Background: an optimization exercise with open tools, aiming at small area and a short achievable clock period. Do not read the settings as production practice. Function was checked by simulation only, so behaviour that the tests miss may differ from the original.

--- run.sh ---
#!/bin/bash
# synth_recipe.tcl (not shown) runs the flow's synth.tcl, then flattens the netlist and writes it again
# the make line also repeats each setting of config.mk as NAME=value (left out here)
make -C /OpenROAD-flow-scripts/flow DESIGN_CONFIG=/design/flow/config.mk WORK_HOME=/design/flow/orfs CLKGATE_MAP_FILE= SYNTH_SCRIPT=/design/flow/synth_recipe.tcl finish
--- config.mk ---
export PLATFORM = sky130hd
export DESIGN_NAME = neuron_pe
export DESIGN_NICKNAME = neuron_pe
export VERILOG_FILES = /design/flow/design.v
export SDC_FILE = /design/flow/constraint.sdc
export NUM_CORES = 4
export LEC_CHECK = 0
export CAP_MARGIN = 20
export CORE_MARGIN = 2
export CORE_UTILIZATION = 40
export SLEW_MARGIN = 20
--- constraint.sdc ---
create_clock -name core_clock -period 8.0 [get_ports {clock}]
set_input_delay 1.6000 -clock core_clock [delete_from_list [all_inputs] [get_ports {clock}]]
set_output_delay 1.6000 -clock core_clock [all_outputs]
set_load 0.01 [all_outputs]
--- design.v ---
package neuron_pe_pkg;
	typedef logic signed [32-1:0] pe_word_t;
	typedef logic [$clog2(16)-1:0] wgt_idx_t;
	typedef logic [$clog2(8)-1:0]  in_idx_t;
	typedef logic [$clog2(4)-1:0] out_idx_t;
	typedef logic [2-1:0] pe_cnt_t;
	typedef enum logic [2:0] {
		op_idle    = 3'd0,
		op_load    = 3'd1,
		op_ma      = 3'd2,
		op_mab     = 3'd3,
		op_nop     = 3'd4,
		op_bias    = 3'd5,
		op_act     = 3'd6,
		op_act_clr = 3'd7
	} pe_op_t;
	typedef struct packed {
		pe_op_t op;
		logic   issue;
		logic   commit;
	} pe_step_t;
endpackage
module op_sequencer
(
	input  logic     clock,
	input  logic     reset,
	input  neuron_pe_pkg::pe_op_t   ctrl,
	output neuron_pe_pkg::pe_step_t step
);
	neuron_pe_pkg::pe_cnt_t cnt;
	neuron_pe_pkg::pe_cnt_t cnt_nxt;
	logic    timed;
	logic    last;
	always_comb
	begin
		case (ctrl)
			neuron_pe_pkg::op_load,
			neuron_pe_pkg::op_nop:  timed = 1'b0;
			default: timed = 1'b1;
		endcase
	end
	assign last = (cnt == neuron_pe_pkg::pe_cnt_t'(3));
	always_comb
	begin
		if (!timed || last)
			cnt_nxt = '0;
		else
			cnt_nxt = cnt + neuron_pe_pkg::pe_cnt_t'(1);
	end
	always_ff @(posedge clock)
	begin
		if (reset)
			cnt <= '0;
		else
			cnt <= cnt_nxt;
	end
	assign step.op     = ctrl;
	assign step.issue  = timed && (cnt == '0);
	assign step.commit = timed && last;
endmodule
module weight_store
(
	input  logic     clock,
	input  logic     reset,
	input  neuron_pe_pkg::pe_op_t   ctrl,
	input  neuron_pe_pkg::pe_word_t data_in,
	input  neuron_pe_pkg::pe_step_t step,
	output neuron_pe_pkg::pe_word_t weight
);
	neuron_pe_pkg::pe_word_t mem [16];
	neuron_pe_pkg::wgt_idx_t wr_ptr;
	neuron_pe_pkg::wgt_idx_t wr_ptr_nxt;
	neuron_pe_pkg::wgt_idx_t rd_ptr;
	neuron_pe_pkg::wgt_idx_t rd_ptr_nxt;
	logic     full;
	logic     load_en;
	logic     rd_adv;
	assign load_en = (ctrl == neuron_pe_pkg::op_load) && !full;
	assign rd_adv = step.commit && (step.op == neuron_pe_pkg::op_ma || step.op == neuron_pe_pkg::op_mab || step.op == neuron_pe_pkg::op_bias);
	always_comb
	begin
		if (wr_ptr == neuron_pe_pkg::wgt_idx_t'(16 - 1))
			wr_ptr_nxt = '0;
		else
			wr_ptr_nxt = wr_ptr + neuron_pe_pkg::wgt_idx_t'(1);
		if (rd_ptr == neuron_pe_pkg::wgt_idx_t'(16 - 1))
			rd_ptr_nxt = '0;
		else
			rd_ptr_nxt = rd_ptr + neuron_pe_pkg::wgt_idx_t'(1);
	end
	always_ff @(posedge clock)
	begin
		if (reset)
		begin
			wr_ptr <= '0;
			rd_ptr <= '0;
			full   <= 1'b0;
		end
		else
		begin
			if (load_en)
			begin
				wr_ptr <= wr_ptr_nxt;
				if (wr_ptr_nxt == rd_ptr)
					full <= 1'b1;
			end
			if (rd_adv)
				rd_ptr <= rd_ptr_nxt;
		end
	end
	always_ff @(posedge clock)
	begin
		if (load_en)
			mem[wr_ptr] <= data_in;
	end
	assign weight = mem[rd_ptr];
endmodule
module input_buffer
(
	input  logic     clock,
	input  logic     reset,
	input  neuron_pe_pkg::pe_word_t data_in,
	input  neuron_pe_pkg::pe_step_t step,
	output neuron_pe_pkg::pe_word_t replay
);
	neuron_pe_pkg::pe_word_t mem [8];
	neuron_pe_pkg::in_idx_t wr_ptr;
	neuron_pe_pkg::in_idx_t wr_ptr_nxt;
	neuron_pe_pkg::in_idx_t rd_ptr;
	neuron_pe_pkg::in_idx_t rd_ptr_nxt;
	neuron_pe_pkg::in_idx_t start_ptr;
	logic    full;
	logic    rec_en;
	assign rec_en = step.issue && (step.op == neuron_pe_pkg::op_ma) && !full;
	always_comb
	begin
		if (wr_ptr == neuron_pe_pkg::in_idx_t'(8 - 1))
			wr_ptr_nxt = '0;
		else
			wr_ptr_nxt = wr_ptr + neuron_pe_pkg::in_idx_t'(1);
		if (rd_ptr == neuron_pe_pkg::in_idx_t'(8 - 1))
			rd_ptr_nxt = '0;
		else
			rd_ptr_nxt = rd_ptr + neuron_pe_pkg::in_idx_t'(1);
	end
	always_ff @(posedge clock)
	begin
		if (reset)
		begin
			wr_ptr    <= '0;
			rd_ptr    <= '0;
			start_ptr <= '0;
			full      <= 1'b0;
		end
		else if (step.commit)
		begin
			case (step.op)
				neuron_pe_pkg::op_ma:
				begin
					if (!full)
					begin
						wr_ptr <= wr_ptr_nxt;
						if (wr_ptr_nxt == rd_ptr)
							full <= 1'b1;
					end
				end
				neuron_pe_pkg::op_mab:
					rd_ptr <= rd_ptr_nxt;
				neuron_pe_pkg::op_act:
					rd_ptr <= start_ptr;
				neuron_pe_pkg::op_act_clr:
				begin
					rd_ptr    <= wr_ptr;
					start_ptr <= wr_ptr;
					full      <= 1'b0;
				end
				default:
				begin
				end
			endcase
		end
	end
	always_ff @(posedge clock)
	begin
		if (rec_en)
			mem[wr_ptr] <= data_in;
	end
	assign replay = mem[rd_ptr];
endmodule
module mac_unit
(
	input  logic     clock,
	input  logic     reset,
	input  neuron_pe_pkg::pe_word_t data_in,
	input  neuron_pe_pkg::pe_word_t weight,
	input  neuron_pe_pkg::pe_word_t replay,
	input  neuron_pe_pkg::pe_step_t step,
	output neuron_pe_pkg::pe_word_t acc
);
	neuron_pe_pkg::pe_word_t op_sel;
	neuron_pe_pkg::pe_word_t mul_a;
	neuron_pe_pkg::pe_word_t mul_w;
	neuron_pe_pkg::pe_word_t prod;
	logic     is_mult;
	logic     is_act;
	logic     mul_pend;
	assign is_mult = (step.op == neuron_pe_pkg::op_ma || step.op == neuron_pe_pkg::op_mab || step.op == neuron_pe_pkg::op_bias);
	assign is_act  = (step.op == neuron_pe_pkg::op_act || step.op == neuron_pe_pkg::op_act_clr);
	always_comb
	begin
		case (step.op)
			neuron_pe_pkg::op_ma:   op_sel = data_in;
			neuron_pe_pkg::op_mab:  op_sel = replay;
			neuron_pe_pkg::op_bias: op_sel = neuron_pe_pkg::pe_word_t'(1);
			default: op_sel = '0;
		endcase
	end
	always_ff @(posedge clock)
	begin
		if (reset)
			mul_pend <= 1'b0;
		else
			mul_pend <= step.issue && is_mult;
	end
	always_ff @(posedge clock)
	begin
		if (step.issue && is_mult)
		begin
			mul_a <= op_sel;
			mul_w <= weight;
		end
	end
	always_ff @(posedge clock)
	begin
		if (mul_pend)
			prod <= mul_a * mul_w;
	end
	always_ff @(posedge clock)
	begin
		if (reset)
			acc <= '0;
		else if (step.commit && is_mult)
			acc <= acc + prod;
		else if (step.commit && is_act)
			acc <= '0;
	end
endmodule
module output_buffer
(
	input  logic     clock,
	input  logic     reset,
	input  neuron_pe_pkg::pe_step_t step,
	input  logic     output_ctrl,
	input  neuron_pe_pkg::pe_word_t acc,
	output neuron_pe_pkg::pe_word_t data_out
);
	neuron_pe_pkg::pe_word_t mem [4];
	neuron_pe_pkg::out_idx_t wr_ptr;
	neuron_pe_pkg::out_idx_t wr_ptr_nxt;
	neuron_pe_pkg::out_idx_t rd_ptr;
	neuron_pe_pkg::out_idx_t rd_ptr_nxt;
	logic     full;
	logic     push;
	logic     pop;
	assign push = step.commit && (step.op == neuron_pe_pkg::op_act || step.op == neuron_pe_pkg::op_act_clr) && !full;
	assign pop  = step.commit && (step.op == neuron_pe_pkg::op_idle) && output_ctrl;
	always_comb
	begin
		if (wr_ptr == neuron_pe_pkg::out_idx_t'(4 - 1))
			wr_ptr_nxt = '0;
		else
			wr_ptr_nxt = wr_ptr + neuron_pe_pkg::out_idx_t'(1);
		if (rd_ptr == neuron_pe_pkg::out_idx_t'(4 - 1))
			rd_ptr_nxt = '0;
		else
			rd_ptr_nxt = rd_ptr + neuron_pe_pkg::out_idx_t'(1);
	end
	always_ff @(posedge clock)
	begin
		if (reset)
		begin
			wr_ptr <= '0;
			rd_ptr <= '0;
			full   <= 1'b0;
		end
		else
		begin
			if (push)
			begin
				wr_ptr <= wr_ptr_nxt;
				if (wr_ptr_nxt == rd_ptr)
					full <= 1'b1;
			end
			if (pop)
				rd_ptr <= rd_ptr_nxt;
		end
	end
	always_ff @(posedge clock)
	begin
		if (push)
			mem[wr_ptr] <= acc;
	end
	assign data_out = mem[rd_ptr];
endmodule
module neuron_pe
(
	input  logic     clock,
	input  logic     reset,
	input  logic [2:0]  ctrl,
	input  logic        output_ctrl,
	input  logic [31:0] data_in,
	output logic [31:0] data_out,
	output logic     data_out_valid
);
	neuron_pe_pkg::pe_op_t   ctrl_op;
	neuron_pe_pkg::pe_step_t step;
	neuron_pe_pkg::pe_word_t weight;
	neuron_pe_pkg::pe_word_t replay;
	neuron_pe_pkg::pe_word_t acc;
	assign ctrl_op = neuron_pe_pkg::pe_op_t'(ctrl);
	assign data_out_valid = output_ctrl && (ctrl_op == neuron_pe_pkg::op_idle);
	op_sequencer i_op_sequencer (
		.clock (clock),
		.reset (reset),
		.ctrl  (ctrl_op),
		.step  (step)
	);
	weight_store i_weight_store (
		.clock   (clock),
		.reset   (reset),
		.ctrl    (ctrl_op),
		.data_in (data_in),
		.step    (step),
		.weight  (weight)
	);
	input_buffer i_input_buffer (
		.clock   (clock),
		.reset   (reset),
		.data_in (data_in),
		.step    (step),
		.replay  (replay)
	);
	mac_unit i_mac_unit (
		.clock   (clock),
		.reset   (reset),
		.data_in (data_in),
		.weight  (weight),
		.replay  (replay),
		.step    (step),
		.acc     (acc)
	);
	output_buffer i_output_buffer (
		.clock       (clock),
		.reset       (reset),
		.step        (step),
		.output_ctrl (output_ctrl),
		.acc         (acc),
		.data_out    (data_out)
	);
endmodule
==> flow_metrics.tcl <==
set metrics [dict create \
    status "complete, no violations" \
    finalInstanceArea_mm2 0.0640 \
    fin_setup_tns_ns 0 \
    placed_area_mm2 0.0604 \
    fmaxAchievable_mhz 133 \
    yosysTopAreaCellShare 0.523 \
    final_cell_mix "edfxtp_1 (992), inv_1 (450), fa_1 (409)" \
    cp_data_required_time_ns 8.49 \
    cts.repair.resized 0 \
    ant_nets 0 \
    ios 71 \
    min_period_ns 7.51 \
    crit_type "register to register" \
    h-tree-depth 3 \
    hold_ws_ns 0.455 \
    synth.distinct_cells 62 \
    grt.busiest_layer "met2" \
    cpLargestDelayFamily "adder cells" \
    clk_pin_slew_ns 0.06 \
    die_w_um 381 \
    num_rows 138 \
    drive_above_1_share 0.144 \
    endpoint_kind "register" \
    nNetsFinal 4489 \
    cp.arrival_ns 8.00 \
    grt_pass1_vias 31600 \
    start_kind "register" \
    post-cts-setup-buffers 0 \
    gr-total-overflow 0 \
    wl_um 133000 \
    path_max_fanout 18 \
    drv_slew 0 \
    avgSynthCellArea_um2 15.3 \
    vias 30100 \
    finalWeightedCongestion 0.870 \
    hpwl_um 89400 \
    finalWorstSetupSlack_ns 0.488 \
    hold_violations 0 \
    maxCapViolations 0 \
    synth-edff-count 992 \
    grt_max_degree 98 \
    first_pass_iters 5 \
    async_flop_share 0 \
    synth_cells 3735 \
    cts_root_buffer "clkbuf_16" \
    clock_latency_ns 0.75 \
    crit_slowest_cell "edfxtp_1" \
    drc 0 \
    skew_ns 0.0681 \
    max_slew_margin 0.271 \
    rsz0062_at_grt "no" \
    mostFrequentLayoutCell "edfxtp_1" \
    cts_tree "yes" \
    yosysWarnings 5 \
    syn_area_mm2 0.0570 \
    synthTopCellsByArea "edfxtp_1 (52%), fa_1 (14%), mux4_2 (10%), ha_1 (4.3%), and2_1 (4.2%)" \
    core_mm2 0.141 \
    ys_seq_area_frac 0.545 \
    synth_area_leader_cell "edfxtp_1" \
    grt_use_met2 0.311 \
    first_iter_violations 2088 \
    place_ws_ns 0.408 \
    min-delay-path-class "register to register" \
    cts_hold_buf 0 \
    cts_buffers 110 \
    routedWlPerCell_um 22.8 \
    cts.sinks 1056 \
    tightest_slew_ns 1.08 \
    grt_util_met1 0.249 \
    met3_usage 0.0296 \
    track_usage 0.185 \
    area_growth_pct 12.3 \
    setup_violations 0 \
    final.period_utilization 0.939 \
    ys.flop_type "edfxtp_1" \
    port_buffers 70 \
    die-area_mm2 0.145 \
    viasPerCell 5.16 \
    start_util 0.403 \
    worst-path-buf-inv 2 \
    max_stage_delay_ns 0.99 \
    crit_path_frequent_cell "fa_1" \
    crit_chain "and2_1 -> fa_1 -> fa_1 -> inv_1 -> fa_1 -> inv_1 -> ha_1 -> fa_1 -> fa_1 -> fa_1 -> fa_1 -> ha_1 -> a2111o_1 -> a311o_1 -> a31oi_1 -> o31ai_1 -> a21oi_1 -> o21bai_1 -> a41oi_1 -> o21ai_0 -> xnor2_1" \
    antenna_found_initial 15 \
    syn_nets 4379 \
    synth-seq-cells 1056 \
    die-height_um 381 \
    clock_path_buffers 3 \
    grt_pass1_wl_um 202000 \
]
==> area by class of cell <==
class	instances	area, µm²
Tap cell	1890	2360
Clock inverter	72	746
Timing Repair Buffer	175	1530
Sequential cell	1056	31100
Clock buffer	131	2850
Inverter	450	1690
Multi-Input combinational cell	2052	23700
Fill cell	12400	77400
Antenna cell	1	2.50
==> registers in the layout, summed over array words and instances, names as in the netlist, 2 cells and up, named ones only <==
name / cells
i_input_buffer.mem: 256
i_input_buffer.rd_ptr: 3
i_input_buffer.start_ptr: 3
i_input_buffer.wr_ptr: 3
i_mac_unit.acc: 32
i_mac_unit.mul_a: 32
i_mac_unit.mul_w: 32
i_mac_unit.prod: 32
i_op_sequencer.cnt: 2
i_output_buffer.mem: 128
i_output_buffer.rd_ptr: 2
i_output_buffer.wr_ptr: 2
i_weight_store.mem: 512
i_weight_store.rd_ptr: 4
i_weight_store.wr_ptr: 4
==> synthesized netlist by cell type (all sizes together), types with 29 or more instances <==
master and count:
xnor2 86, a21oi 57, o21ai 75, nor2 82, mux2i 42, ha 197, dfxtp 64, xor2 38
mux4 256, fa 409, buf 29, and2 379, nand2 244, a21o 33, clkbuf 148, edfxtp 992
inv 450
==> worst register-to-register path: stages, from the launching register on <==
cell      delay (ns)
edfxtp_1        0.99
and2_1          0.28
fa_1            0.44
fa_1            0.53
inv_1           0.05
fa_1            0.47
inv_1           0.04
ha_1            0.18
fa_1            0.46
fa_1            0.57
fa_1            0.43
fa_1            0.47
ha_1            0.38
a2111o_1        0.45
a311o_1         0.29
a31oi_1         0.19
o31ai_1         0.10
a21oi_1         0.23
o21bai_1        0.12
a41oi_1         0.30
o21ai_0         0.16
xnor2_1         0.14
==> per-layer routing <==
layer  up-vias  part of all wire
met5         -           0.00048
met4        10             0.028
met3       188             0.049
met2       701              0.50
met1     15800              0.43
li1      13400                 -
==> per-stage QoR <==
stage,std cells,utilization
6_report,5827,0.453
5_1_grt,5826,0.453
4_1_cts,5826,0.453
3_5_place_dp,5623,0.427
3_3_place_gp,5623,0.427
2_1_floorplan,3735,-
==> logic make-up after synthesis <==
family	Yosys count	share of synthesized area
XOR/XNOR	124	0.0191
AND/OR/NAND/NOR	771	0.0704
multiplexers	298	0.109
adder cells (fa/ha/maj)	606	0.187
buffers and inverters	627	0.0413
AO/OA/AOI/OAI	253	0.0282
flip-flops	1056	0.545
==> final timing paths <==
check | from | end | slack, ns | cells past startpoint
max | i_mac_unit.mul_a[4] | i_mac_unit.prod[31] | 0.49 | 21
min | i_op_sequencer.cnt[0] | i_op_sequencer.cnt[0] | 0.46 | 1
max reg2reg | i_mac_unit.mul_a[4] | i_mac_unit.prod[31] | 0.49 | 21
min reg2reg | i_op_sequencer.cnt[0] | i_op_sequencer.cnt[0] | 0.46 | 1

## static timing again, ports no longer ideal
Ports are ideal in the flow. The routed layout listed here was re-timed in OpenROAD. Step 1 (the two cells are an assumption about what drives the block):
set clk [get_ports {clock}]
set_driving_cell -lib_cell sky130_fd_sc_hd__clkbuf_16 $clk
set_driving_cell -lib_cell sky130_fd_sc_hd__buf_2 [delete_from_list [all_inputs] $clk]
Step 2 adds t to the input delays and takes it off the output delays; t is the mean of the earliest and latest rising clock arrival at the registers after step 1. Input paths then give back, and output paths get back, about the clock's delay inside the block. Slacks: ideal / step 1 / step 2; pairs: ideal / step 1.
t, ns: 0.793
setup WS [ns]: 0.488 / 0.488 / 0.488
worst hold slack (ns): 0.455 / 0.455 / 0.455
worst setup path after step 2: register to register
After both steps setup and hold are still met in this run. For this run, drivers alone change the setup slack by 0.000 ns; drivers and shift together by 0.000 ns.
